From an optimization exercise on the open Yosys and OpenROAD flow, aimed at small area, a short achievable clock period and few clock cycles per item; shortcuts taken in it are not production practice. The RTL was checked by simulation tests, not by an equivalence proof against the original design.

==> inputs of job 4658 <==
// mult_share_arbiter
module mult_share_arbiter #(
    parameter int N_REQ = 4,
    parameter int ID_W  = 2
) (
    input  logic                      clk,
    input  logic                      rst,
    input  logic [N_REQ-1:0]          req_valid,
    input  logic [N_REQ*mult_pkg::MULT_W-1:0] req_a,
    input  logic [N_REQ*mult_pkg::MULT_W-1:0] req_b,
    output logic [N_REQ-1:0]          req_ready,
    output logic                      rsp_valid,
    output logic [ID_W-1:0]           rsp_id,
    output logic [mult_pkg::PROD_W-1:0] rsp_p,
    input  logic                      rsp_ready,
    output logic [15:0]               ops_done
);
Settings: LEC_CHECK=0, ABC_AREA=1, CAP_MARGIN=20, CORE_MARGIN=2, CORE_UTILIZATION=50, CTS_CLUSTER_DIAMETER=60, CTS_CLUSTER_SIZE=10, HOLD_SLACK_MARGIN=0.1, SLEW_MARGIN=20, SYNTH_HIERARCHICAL=1, SYNTH_MINIMUM_KEEP_SIZE=0; clock period 12.0 ns.
standard.sh (not shown) runs the stock make flow with config.mk's settings and CLKGATE_MAP_FILE= SYNTH_SCRIPT=/design/flow/synth_recipe.tcl, a recipe that flattens the netlist after the stock synthesis.
==> flow/flow/run.sh <==
#!/bin/bash
# Layout flow: the standard ORFS flow (standard.sh) with these changes.
#  - the port buffers that buffer_ports puts on every input and output are
#    plain buf_1 cells instead of the delay cell it picks by default.
set -euo pipefail
here=$(pwd)
bash standard.sh \
    SETUP_SLACK_MARGIN=6.7 \
    SKIP_CTS_REPAIR_TIMING=1 \
    "BUFFER_PORTS_ARGS=-buffer_cell sky130_fd_sc_hd__buf_1" \
    "PRE_GLOBAL_ROUTE_TCL=$here/flow/skew.tcl" \
    finish > run_make.log 2>&1
==> flow/flow/skew.tcl <==
set skew_dly_cells {sky130_fd_sc_hd__clkdlybuf4s50_1 sky130_fd_sc_hd__clkdlybuf4s50_1 sky130_fd_sc_hd__clkdlybuf4s50_1}
set skew_drv_cell sky130_fd_sc_hd__clkbuf_8
set skew_leaf_cell sky130_fd_sc_hd__clkbuf_8
set skew_min_bit 12
set block [ord::get_db_block]
set db [ord::get_db]

# the clock tree's root buffer: the one cell the clock port's net feeds
set root_inst ""
foreach it [[[$block findBTerm clk] getNet] getITerms] {
  if {[$it isInputSignal]} { set root_inst [$it getInst] }
}
set root_net [[$root_inst findITerm X] getNet]

array set groups {}
set xs 0; set ys 0; set n 0
foreach inst [$block getInsts] {
  set name [$inst getName]
  if {[regexp {^s2_p\\?\[(\d+)\\?\]} $name -> bit] && $bit >= $skew_min_bit} {
    set it [$inst findITerm CLK]
    lappend groups([[$it getNet] getName]) $it
    set box [$inst getBBox]
    set xs [expr {$xs + ([$box xMin] + [$box xMax]) / 2}]
    set ys [expr {$ys + ([$box yMin] + [$box yMax]) / 2}]
    incr n
  }
}
set cx [expr {$xs / $n}]; set cy [expr {$ys / $n}]

proc skew_cell {block master name in_net x y} {
  set inst [odb::dbInst_create $block $master $name]
  set out [odb::dbNet_create $block "${name}_net"]
  $out setSigType CLOCK
  [$inst findITerm A] connect $in_net
  [$inst findITerm X] connect $out
  $inst setLocation $x $y
  $inst setPlacementStatus PLACED
  return $out
}

set prev $root_net
set i 0
foreach cell [concat $skew_dly_cells [list $skew_drv_cell]] {
  set prev [skew_cell $block [$db findMaster $cell] "skew_chain_$i" $prev $cx $cy]
  incr i
}
set k 0
foreach netname [lsort [array names groups]] {
  set gx 0; set gy 0; set gn 0
  foreach it $groups($netname) {
    set box [[$it getInst] getBBox]
    set gx [expr {$gx + ([$box xMin] + [$box xMax]) / 2}]
    set gy [expr {$gy + ([$box yMin] + [$box yMax]) / 2}]
    incr gn
  }
  set out [skew_cell $block [$db findMaster $skew_leaf_cell] "skew_leaf_$k" $prev [expr {$gx / $gn}] [expr {$gy / $gn}]]
  foreach it $groups($netname) {
    $it disconnect
    $it connect $out
  }
  puts "skew: $gn stage-2 clock pins of $netname moved to skew_leaf_$k"
  incr k
}
global_connect
detailed_placement
check_placement
==> job 2672 (differences from job 4658) <==
==> flow/flow/skew.tcl (replaced) <==
set skew_dly_cells {sky130_fd_sc_hd__clkdlybuf4s50_1 sky130_fd_sc_hd__clkdlybuf4s50_1 sky130_fd_sc_hd__clkdlybuf4s50_1}
set skew_buf_cell sky130_fd_sc_hd__clkbuf_8
set skew_min_bit 12
set block [ord::get_db_block]
set db [ord::get_db]
array set groups {}
foreach inst [$block getInsts] {
  set name [$inst getName]
  if {[regexp {^s2_p\\?\[(\d+)\\?\]} $name -> bit] && $bit >= $skew_min_bit} {
    set it [$inst findITerm CLK]
    if {$it eq "NULL" || $it eq ""} { continue }
    set net [$it getNet]
    lappend groups([$net getName]) $it
  }
}
set k 0
foreach netname [lsort [array names groups]] {
  set net [$block findNet $netname]
  set xs 0; set ys 0; set n 0
  foreach it $groups($netname) {
    set box [[$it getInst] getBBox]
    set xs [expr {$xs + ([$box xMin] + [$box xMax]) / 2}]
    set ys [expr {$ys + ([$box yMin] + [$box yMax]) / 2}]
    incr n
  }
  set cx [expr {$xs / $n}]; set cy [expr {$ys / $n}]
  set prev $net
  set i 0
  foreach cell [concat $skew_dly_cells [list $skew_buf_cell]] {
    set m [$db findMaster $cell]
    set inst [odb::dbInst_create $block $m "skew_${k}_$i"]
    set out [odb::dbNet_create $block "skew_net_${k}_$i"]
    $out setSigType CLOCK
    [$inst findITerm A] connect $prev
    [$inst findITerm X] connect $out
    $inst setLocation $cx $cy
    $inst setPlacementStatus PLACED
    set prev $out
    incr i
  }
  foreach it $groups($netname) {
    $it disconnect
    $it connect $prev
  }
  puts "skew: [llength $groups($netname)] stage-2 clock pins of $netname moved behind [expr {$i}] cells"
  incr k
}
global_connect
detailed_placement
check_placement
==> summary of the runs <==
In job 4658 the sequential share of layout area is higher than in job 2672, by 0.088 points.
Of job 4658 and job 2672, job 2672 has the higher first-iteration DRC count (gap about 10%, measured against job 2672).
In sequential cell count, job 4658 and job 2672 do not differ.
In final cell count, job 2672 and job 4658 hardly differ.
Of job 4658 and job 2672, job 2672 has the higher utilization (gap 0.36 points).
Routed wire length: job 4658 is lower than job 2672 (0.21%).
Of job 2672 and job 4658, job 2672 has the higher via count (gap about 0.3%, measured against job 4658).
==> figures <==
Result of the run: job 2672 timing/DRC/antenna clean; job 4658 timing/DRC/antenna clean
Drt first pass iters: job 2672 8; job 4658 6
Net total in the final layout: job 2672 4045; job 4658 4040
End point of the worst hold path: job 2672 s2_p[63]; job 4658 s2_p[59]
DRT iter0 DRCs: job 2672 2703; job 4658 2443
Worst slew margin relative to its limit: job 2672 0.273; job 4658 0.281
First-pass GRT wire length: job 2672 156000 um; job 4658 156000 um
Met2 Usage GRT: job 2672 0.593; job 4658 0.590
Routed via count divided by cell count: job 2672 6.25; job 4658 6.24
Detailed-routed wire length on met2: job 2672 50200 um; job 4658 49700 um
GRT met1 Usage: job 2672 0.452; job 4658 0.450
Clock latency at the later pin of the worst-skew pair: job 2672 2130 ps; job 4658 2290 ps
Testbench counts of job 4658, summed over its fixed seeds: cycles 2,064, items 2,048.
Testbench counts of job 2672, summed over its fixed seeds: cycles 2,064, items 2,048.

-- re-timing with driven ports --
The flow's constraints put no driver on any port. The routed layouts listed below were extracted and timed again, unchanged, in two steps. Step 1, drivers: a clkbuf_16 drives clk and a buf_2 each remaining input, both assumed. Step 2, shift: input delay + t, output delay - t, t = (earliest + latest rising clock arrival at the registers) / 2. This alone moves slack from input paths to output paths. a / b / c = ideal / step 1 / step 2; a / b = the first two.
run	shift t [ns]	slack for setup (ns)	clock arrival spread, ns	pins driven straight from the clock port
job 4658	1.452	6.623 / 6.554 / 6.554	1.823 / 1.823	1
job 2672	1.371	6.628 / 6.562 / 6.562	1.654 / 1.654	1
Clock arrivals are far apart in job 4658 and job 2672, so t is only a midpoint there and step 2 fits no single register. For job 4658, which loses most, drivers alone change the setup slack by -0.069 ns; drivers and shift together by -0.069 ns.
